Background: an optimization exercise with open tools, aiming at small area and a short achievable clock period. Do not read the settings as production practice.
Function was checked by simulation only, so behaviour that the tests miss may differ from the original.
Power is estimated from default activity; no workload was simulated.

==> flow/design.v <==
package trace_pkg;
    localparam int          STAMP_W   = 16;
    localparam logic [31:0] NO_FINISH = 32'hffff_ffff;
    typedef struct packed {
        logic [STAMP_W-1:0] cycle;
        logic [31:0]        addr;
        logic [31:0]        data;
    } trace_entry_t;
endpackage
module trace_fifo #(
    parameter int DEPTH = 16,
    parameter int EW    = 80
) (
    input  logic          clk,
    input  logic          reset,
    input  logic          push,
    input  logic          ready,       
    input  logic [EW-1:0] push_entry,
    output logic          valid,       
    output logic          full,
    output logic          last,        
    output logic [EW-1:0] head         
);
    localparam int BD = DEPTH - 1;
    localparam int CW = $clog2(BD + 1);
    logic [EW-1:0] r_mem [0:BD-1];
    logic [BD-1:0] r_wsel, r_rsel;      
    logic [CW-1:0] r_bcnt;
    logic          r_bempty, r_bfull;
    logic          r_hv;
    logic [EW-1:0] r_head;
    logic          w_pop, w_bpush, w_bpop, w_selb, w_selin;
    logic [CW-1:0] w_bcnt_nxt;
    logic          w_binc, w_bdec, w_bfull_nxt, w_bempty_nxt;
    logic [EW-1:0] w_bout;
    assign valid = r_hv;
    assign full  = r_hv & r_bfull;
    assign last  = r_hv & r_bempty;
    assign head  = r_head;
    assign w_pop   = r_hv & ready;
    assign w_selb  = r_hv & ~r_bempty;           
    assign w_selin = push & ~w_selb;             
    assign w_bpush = push & r_hv & ~(ready & r_bempty);
    assign w_bpop  = w_pop & ~r_bempty;
    always_comb begin
        w_bout = '0;
        for (int i = 0; i < BD; i++)
            w_bout = w_bout | ({EW{r_rsel[i]}} & r_mem[i]);
    end
    assign w_binc = w_bpush & ~w_bpop;
    assign w_bdec = w_bpop & ~w_bpush;
    assign w_bcnt_nxt = w_binc ? r_bcnt + CW'(1) : (w_bdec ? r_bcnt - CW'(1) : r_bcnt);
    assign w_bfull_nxt  = w_binc ? (r_bcnt == CW'(BD - 1)) : (~w_bdec & r_bfull);
    assign w_bempty_nxt = w_bdec ? (r_bcnt == CW'(1)) : (~w_binc & r_bempty);
    always_ff @(posedge clk or negedge reset) begin
        if (!reset) begin
            r_wsel   <= BD'(1);
            r_rsel   <= BD'(1);
            r_bcnt   <= '0;
            r_bempty <= 1'b1;
            r_bfull  <= 1'b0;
            r_hv     <= 1'b0;
            r_head   <= '0;
        end else begin
            if (w_bpush) r_wsel <= {r_wsel[BD-2:0], r_wsel[BD-1]};
            if (w_bpop)  r_rsel <= {r_rsel[BD-2:0], r_rsel[BD-1]};
            r_bcnt   <= w_bcnt_nxt;
            r_bempty <= w_bempty_nxt;
            r_bfull  <= w_bfull_nxt;
            r_hv     <= r_hv ? (~ready | ~r_bempty | push) : push;
            if (~r_hv | ready)
                r_head <= ({EW{w_selb}} & w_bout) | ({EW{w_selin}} & push_entry);
        end
    end
    always_ff @(posedge clk) begin
        for (int i = 0; i < BD; i++)
            if (r_wsel[i] & (~r_bfull | ready)) r_mem[i] <= push_entry;
    end
endmodule
module store_trace_monitor #(
    parameter int DEPTH   = 16,
    parameter int CYCLE_W = 16,
    parameter int CNT_W   = 16
) (
    input  logic               clk,
    input  logic               reset,
    input  logic [31:0]        pc,
    input  logic [31:0]        pc_finished,
    input  logic               memwrite,
    input  logic [31:0]        aluout,
    input  logic [31:0]        writedata,
    output logic               halt,
    output logic               trace_valid,
    input  logic               trace_ready,
    output logic [CYCLE_W-1:0] trace_cycle,
    output logic [31:0]        trace_addr,
    output logic [31:0]        trace_data,
    output logic               done,
    output logic               overflow,
    output logic [CNT_W-1:0]   store_count,
    output logic [CNT_W-1:0]   drop_count
);
    localparam int EW = CYCLE_W + 64;
    logic               r_halted, r_done;
    logic [CYCLE_W-1:0] r_stamp;       
    logic [CNT_W-1:0]   r_store_cnt;
    logic [CNT_W-1:0]   r_drop_cnt;
    logic               r_ovf;
    logic               w_hit, w_capture, w_pop, w_push, w_drop;
    logic               w_valid, w_full, w_last;
    logic [EW-1:0]      w_head;
    assign w_hit     = (pc == pc_finished);
    assign halt      = w_hit | r_halted;
    assign w_capture = memwrite & ~halt;
    assign w_pop     = w_valid & trace_ready;
    assign w_push    = w_capture & (~w_full | trace_ready);
    assign w_drop    = w_capture & w_full & ~trace_ready;
    trace_fifo #(.DEPTH(DEPTH), .EW(EW)) u_fifo (
        .clk        (clk),
        .reset      (reset),
        .push       (w_push),
        .ready      (trace_ready),
        .push_entry ({r_stamp, aluout, writedata}),
        .valid      (w_valid),
        .full       (w_full),
        .last       (w_last),
        .head       (w_head)
    );
    always_ff @(posedge clk or negedge reset) begin
        if (!reset) begin
            r_halted    <= 1'b0;
            r_done      <= 1'b0;
            r_stamp     <= CYCLE_W'(1);
            r_store_cnt <= '0;
            r_drop_cnt  <= '0;
            r_ovf       <= 1'b0;
        end else begin
            if (w_hit) r_halted <= 1'b1;
            if (r_halted & (~w_valid | (w_pop & w_last))) r_done <= 1'b1;
            if (~r_halted) r_stamp <= r_stamp + CYCLE_W'(1);
            if (w_push && (r_store_cnt != '1)) r_store_cnt <= r_store_cnt + CNT_W'(1);
            if (w_drop) begin
                r_ovf <= 1'b1;
                if (r_drop_cnt != '1) r_drop_cnt <= r_drop_cnt + CNT_W'(1);
            end
        end
    end
    assign trace_valid = w_valid;
    assign {trace_cycle, trace_addr, trace_data} = w_head;
    assign done        = r_done;
    assign overflow    = r_ovf;
    assign store_count = r_store_cnt;
    assign drop_count  = r_drop_cnt;
endmodule
==> flow/config.mk <==
export PLATFORM = sky130hd
export DESIGN_NAME = store_trace_monitor
export DESIGN_NICKNAME = store_trace_monitor
export VERILOG_FILES = /design/flow/design.v
export SDC_FILE = /design/flow/constraint.sdc
export NUM_CORES = 4
export LEC_CHECK = 0
export CAP_MARGIN = 20
export CORE_MARGIN = 2
export CORE_UTILIZATION = 70
export CTS_BUF_LIST = sky130_fd_sc_hd__clkbuf_8
export CTS_CLUSTER_DIAMETER = 70
export CTS_CLUSTER_SIZE = 18
export SETUP_SLACK_MARGIN = 1.85
export SLEW_MARGIN = 20
export TNS_END_PERCENT = 5
==> flow/constraint.sdc <==
create_clock -name core_clock -period 4.5 [get_ports {clk}]
set_input_delay 0.9000 -clock core_clock [delete_from_list [all_inputs] [get_ports {clk}]]
set_output_delay 0.9000 -clock core_clock [all_outputs]
set_load 0.01 [all_outputs]
standard.sh (not shown) runs the stock make flow with config.mk's settings and CLKGATE_MAP_FILE= SYNTH_SCRIPT=/design/flow/synth_recipe.tcl, a recipe that flattens the netlist after the stock synthesis.
==> flow/flow/run.sh <==
#!/bin/bash
# The standard layout with two changes:
#  - buffer_ports makes the port buffers from the smallest plain buffer
#    (timing repair upsizes those on critical paths);
#  - after the standard synthesis, fast_halt.py gives the halt port its own
#    shallow comparator (see there); the layout then runs from that netlist.
set -euo pipefail
R=orfs/results/sky130hd/store_trace_monitor/base
KNOBS=(BUFFER_PORTS_ARGS="-buffer_cell sky130_fd_sc_hd__buf_1")
bash standard.sh "${KNOBS[@]}" synth > standard_synth.log 2>&1
python3 flow/fast_halt.py $R/1_2_yosys.v > fast_halt.log 2>&1
rm -f $R/1_synth.odb $R/1_synth.sdc
bash standard.sh "${KNOBS[@]}" finish > standard_flow.log 2>&1
==> flow/flow/fast_halt.py <==
"""Give the halt port a dedicated, shallow comparator in the synthesized netlist.

halt = (pc == pc_finished) | r_halted. Synthesis maps the compare onto 4-input
NOR/AND gates whose rising edges are slow; this adds a separate balanced tree
of 2-input gates (the per-bit XORs, then NOR/NAND levels) ending in an O21AI
that drives the halt port, and removes the old gate that drove it. The old compare logic still
feeds the rest of the design, so no register or other output changes.
usage: python3 fast_halt.py NETLIST.v
"""
import re
import sys

path = sys.argv[1]
text = open(path).read()

# The instance driving the port net "halt" (the only place the net is used).
uses = [m.start() for m in re.finditer(r"\(halt\)", text)]
if len(uses) != 1:
    sys.exit(f"expected one use of net halt, found {len(uses)}")
start = text.rfind(";", 0, uses[0]) + 1
end = text.find(");", uses[0]) + 2
inst = text[start:end]
print("removing:", " ".join(inst.split()))
text = text[:start] + text[end:]

P = "sky130_fd_sc_hd__"
cells, wires = [], []


def wire(name):
    wires.append(f"  wire {name};")
    return name


# Reuse the synthesized per-bit XOR of pc[i] and pc_finished[i] where there is
# one (its output then also feeds the new tree); otherwise add one.
xors = {}
for m in re.finditer(r"sky130_fd_sc_hd__xor2_\d+\s+\S+\s*\((.*?)\);", text, re.S):
    pins = dict(re.findall(r"\.(\w+)\(([^)]*)\)", m.group(1)))
    ins = {pins.get("A"), pins.get("B")}
    for i in range(32):
        if ins == {f"pc[{i}]", f"pc_finished[{i}]"} and "X" in pins:
            xors.setdefault(i, pins["X"].strip())
lvl = []
for i in range(32):
    if i in xors:
        lvl.append(xors[i])
        continue
    y = wire(f"fh_x{i}")
    cells.append(f"  {P}xor2_1 fh_xor{i} (.A(pc[{i}]), .B(pc_finished[{i}]), .X({y}));")
    lvl.append(y)
print(f"reused {len(xors)} XOR gates")
kinds = ["nor2", "nand2", "nor2", "nand2"]
for n, kind in enumerate(kinds):
    nxt = []
    for j in range(0, len(lvl), 2):
        y = wire(f"fh_l{n}_{j // 2}")
        cells.append(f"  {P}{kind}_1 fh_{kind}_{n}_{j // 2} (.A({lvl[j]}), .B({lvl[j + 1]}), .Y({y}));")
        nxt.append(y)
    lvl = nxt
assert len(lvl) == 2
rhn = wire("fh_rhn")
cells.append(f"  {P}inv_1 fh_inv (.A(r_halted), .Y({rhn}));")
cells.append(f"  {P}o21ai_1 fh_out (.A1({lvl[0]}), .A2({lvl[1]}), .B1({rhn}), .Y(halt));")

k = text.rindex("endmodule")
text = text[:k] + "\n".join(wires + cells) + "\n" + text[k:]
open(path, "w").write(text)
print(f"added {len(cells)} cells")
The first run produced a clean layout.
Change:
--- a/flow/flow/fast_halt.py
+++ b/flow/flow/fast_halt.py
@@ -3,6 +3,6 @@
 halt = (pc == pc_finished) | r_halted. Synthesis maps the compare onto 4-input
 NOR/AND gates whose rising edges are slow; this adds a separate balanced tree
-of 2-input gates (the per-bit XORs, then NOR/NAND levels) ending in an O21AI
-that drives the halt port, and removes the old gate that drove it. The old compare logic still
+of 2-input gates (XOR, then NOR/NAND levels) ending in an O21AI that drives the
+halt port, and removes the old gate that drove it. The old compare logic still
 feeds the rest of the design, so no register or other output changes.
 usage: python3 fast_halt.py NETLIST.v
@@ -33,22 +33,9 @@
 
 
-# Reuse the synthesized per-bit XOR of pc[i] and pc_finished[i] where there is
-# one (its output then also feeds the new tree); otherwise add one.
-xors = {}
-for m in re.finditer(r"sky130_fd_sc_hd__xor2_\d+\s+\S+\s*\((.*?)\);", text, re.S):
-    pins = dict(re.findall(r"\.(\w+)\(([^)]*)\)", m.group(1)))
-    ins = {pins.get("A"), pins.get("B")}
-    for i in range(32):
-        if ins == {f"pc[{i}]", f"pc_finished[{i}]"} and "X" in pins:
-            xors.setdefault(i, pins["X"].strip())
 lvl = []
 for i in range(32):
-    if i in xors:
-        lvl.append(xors[i])
-        continue
     y = wire(f"fh_x{i}")
     cells.append(f"  {P}xor2_1 fh_xor{i} (.A(pc[{i}]), .B(pc_finished[{i}]), .X({y}));")
     lvl.append(y)
-print(f"reused {len(xors)} XOR gates")
 kinds = ["nor2", "nand2", "nor2", "nand2"]
 for n, kind in enumerate(kinds):
--- a/flow/config.mk
+++ b/flow/config.mk
@@ -8,9 +8,9 @@
 export CAP_MARGIN = 20
 export CORE_MARGIN = 2
-export CORE_UTILIZATION = 70
+export CORE_UTILIZATION = 60
 export CTS_BUF_LIST = sky130_fd_sc_hd__clkbuf_8
-export CTS_CLUSTER_DIAMETER = 70
+export CTS_CLUSTER_DIAMETER = 45
 export CTS_CLUSTER_SIZE = 18
-export SETUP_SLACK_MARGIN = 1.85
+export SETUP_SLACK_MARGIN = 2.0
 export SLEW_MARGIN = 20
 export TNS_END_PERCENT = 5
=> The changed run produced a clean layout. Clock skew shrinks by 17 ps. Register-to-register slack barely changes. Sequential power barely changes.
Change:
--- a/flow/config.mk
+++ b/flow/config.mk
@@ -8,9 +8,9 @@
 export CAP_MARGIN = 20
 export CORE_MARGIN = 2
-export CORE_UTILIZATION = 60
+export CORE_UTILIZATION = 70
 export CTS_BUF_LIST = sky130_fd_sc_hd__clkbuf_8
-export CTS_CLUSTER_DIAMETER = 45
+export CTS_CLUSTER_DIAMETER = 70
 export CTS_CLUSTER_SIZE = 18
-export SETUP_SLACK_MARGIN = 2.0
+export SETUP_SLACK_MARGIN = 1.9
 export SLEW_MARGIN = 20
 export TNS_END_PERCENT = 5
Outcome: The changed run passed the timing, design-rule and antenna checks. Setup slack is better by 39 ps. Total power shrinks by 14%. Final cell count shrinks by 6.2%. Final area shrinks by 3.9%. Global-route usage grows by 3.9 points. Critical path depth does not change. Clock skew is about the same. Sequential power hardly moves. Wire length shrinks by 5.2%.

* * *

Starts from the design.v that is shown in full above.
export LEC_CHECK = 0
export CAP_MARGIN = 20
export CORE_MARGIN = 2
export CORE_UTILIZATION = 65
export CTS_BUF_LIST = sky130_fd_sc_hd__clkbuf_8
export CTS_CLUSTER_DIAMETER = 60
export CTS_CLUSTER_SIZE = 18
export SETUP_SLACK_MARGIN = 1.85
export SLEW_MARGIN = 20
export TNS_END_PERCENT = 5
create_clock -name core_clock -period 4.5 [get_ports {clk}]
Scripts as last shown in full above: flow/flow/run.sh
Other scripts of this flow, unchanged in this note and not shown: flow/flow/fast_halt.py
Rerun with:
CORE_UTILIZATION = 70   (was 65)
CTS_CLUSTER_DIAMETER = 70   (was 60)
SETUP_SLACK_MARGIN = 1.75   (was 1.85)
Result: Register-to-register slack got worse by 0.23 ns. Non-clock buffer count came out higher by 2. Global-route usage came out higher by 2.5 points. Count of clock-buffer cells in the layout came out lower by 13. Via count came out higher by 0.90%. Setup slack got worse by 0.072 ns. Die area came out lower by 7.0%. Power came out lower by 5.1%. Utilization came out higher by 4.9 points. Routed wire length came out lower by 0.75%.

* * *

## run A
store_trace_monitor, a different RTL version from the one above (not shown whole).
For scale: roughly 1400 flip-flops, roughly 250 I/O pins, ~50000 um^2 of cells after synthesis.
## store_trace_monitor
module store_trace_monitor #(
    parameter int DEPTH   = 16,
    parameter int CYCLE_W = 16,
    parameter int CNT_W   = 16
) (
    input  logic               clk,
    input  logic               reset,
    input  logic [31:0]        pc,
    input  logic [31:0]        pc_finished,
    input  logic               memwrite,
    input  logic [31:0]        aluout,
    input  logic [31:0]        writedata,
    output logic               halt,
    output logic               trace_valid,
    input  logic               trace_ready,
    output logic [CYCLE_W-1:0] trace_cycle,
    output logic [31:0]        trace_addr,
    output logic [31:0]        trace_data,
    output logic               done,
    output logic               overflow,
    output logic [CNT_W-1:0]   store_count,
    output logic [CNT_W-1:0]   drop_count
);
export LEC_CHECK = 0
export CAP_MARGIN = 20
export CORE_MARGIN = 2
export CORE_UTILIZATION = 60
export CTS_BUF_LIST = sky130_fd_sc_hd__clkbuf_8
export CTS_CLUSTER_DIAMETER = 45
export CTS_CLUSTER_SIZE = 18
export SETUP_SLACK_MARGIN = 2.1
export SLEW_MARGIN = 20
export TNS_END_PERCENT = 5
create_clock -name core_clock -period 4.5 [get_ports {clk}]
==> flow/flow/run.sh <==
#!/bin/bash
# The standard layout, with the port buffers that buffer_ports inserts made
# from the smallest plain buffer; timing repair upsizes those on critical paths.
set -euo pipefail
bash standard.sh BUFFER_PORTS_ARGS="-buffer_cell sky130_fd_sc_hd__buf_1" finish > standard_flow.log 2>&1
What run B does differently from run A at the input level:
Settings: TNS_END_PERCENT no longer set, was 5; SETUP_SLACK_MARGIN no longer set, was 2.1.
==> flow/run.sh (new file) <==
#!/bin/bash
# synth_recipe.tcl (not shown) runs the flow's synth.tcl, then flattens the netlist and writes it again
# the make line also repeats each setting of config.mk as NAME=value (left out here)
make -C /OpenROAD-flow-scripts/flow DESIGN_CONFIG=/design/flow/config.mk WORK_HOME=/design/flow/orfs CLKGATE_MAP_FILE= SYNTH_SCRIPT=/design/flow/synth_recipe.tcl finish
removed: flow/flow/run.sh
removed: flow/standard.sh
Notes after the runs:
Worst clock skew (lower): run A. Count of clock-buffer cells in the layout: higher on run A. Comparing run A and run B, number of buffers added for setup after CTS is higher on run A.
The following lists how run C was set up differently from run B:
Settings: setting SETUP_SLACK_MARGIN to 1.6 for the first time; removing CTS_CLUSTER_SIZE (formerly 18); removing CTS_CLUSTER_DIAMETER (formerly 45); removing CTS_BUF_LIST (formerly sky130_fd_sc_hd__clkbuf_8); changing CORE_UTILIZATION from 60 to 40; setting TNS_END_PERCENT to 5 for the first time.
==> comparison <==
Taking run B as the reference, in run C final standard cell area without fillers climbed 2200 um^2, switching fraction of total power dropped 1.4 points, number of cells in the finished layout apart from fillers climbed 612, placed wire-length estimate after detailed placement dropped about 0.54%.
Run C against run B: area added between synthesis and finish now sits higher, wire length of the first global-routing pass up 3400 um, total routed wire length on the met1 layer rose about 9%, total power has increased, weighted congestion reported at the end of routability-driven placement moved down.

-- port drivers added, routing unchanged --
The results above use ideal ports. As a check the final layouts listed here were re-extracted and re-timed, cells and wires unchanged.
Step 1 assumes that a clkbuf_16 drives the clock port and a buf_2 every other input.
Step 2 also shifts input and output timing later by t, the mid clock arrival at the registers, as if the neighbouring blocks saw the same clock.
a / b / c = no drivers / after step 1 / after step 2; a / b = the first two.
run	t (ns)	setup slack, ns	hold slack, ns	clock arrival spread, ns	pins driven straight from the clock port
the first run of note 1	0.791	1.775 / 1.751 / 1.124	0.114 / 0.065 / 0.489	0.050 / 0.050	1
the second run of note 1	0.874	1.735 / 1.694 / 1.171	0.179 / 0.146 / 0.468	0.040 / 0.040	1
the third run of note 1	0.791	1.774 / 1.744 / 1.103	0.469 / 0.469 / 0.469	0.033 / 0.034	1
the first run of note 2	0.819	1.731 / 1.707 / 1.222	0.045 / 0.004 / 0.466	0.031 / 0.031	1
the second run of note 2	0.797	1.659 / 1.659 / 0.980	0.308 / 0.269 / 0.492	0.036 / 0.036	1
run A	0.889	1.558 / 1.530 / 1.236	0.466 / 0.444 / 0.466	0.041 / 0.041	1
run B	0.861	0.495 / 0.465 / 0.465	0.124 / 0.099 / 0.487	0.063 / 0.063	1
run C	0.807	1.502 / 1.477 / 0.823	0.234 / 0.216 / 0.470	0.030 / 0.030	1
After both steps setup and hold are still met in every run listed.
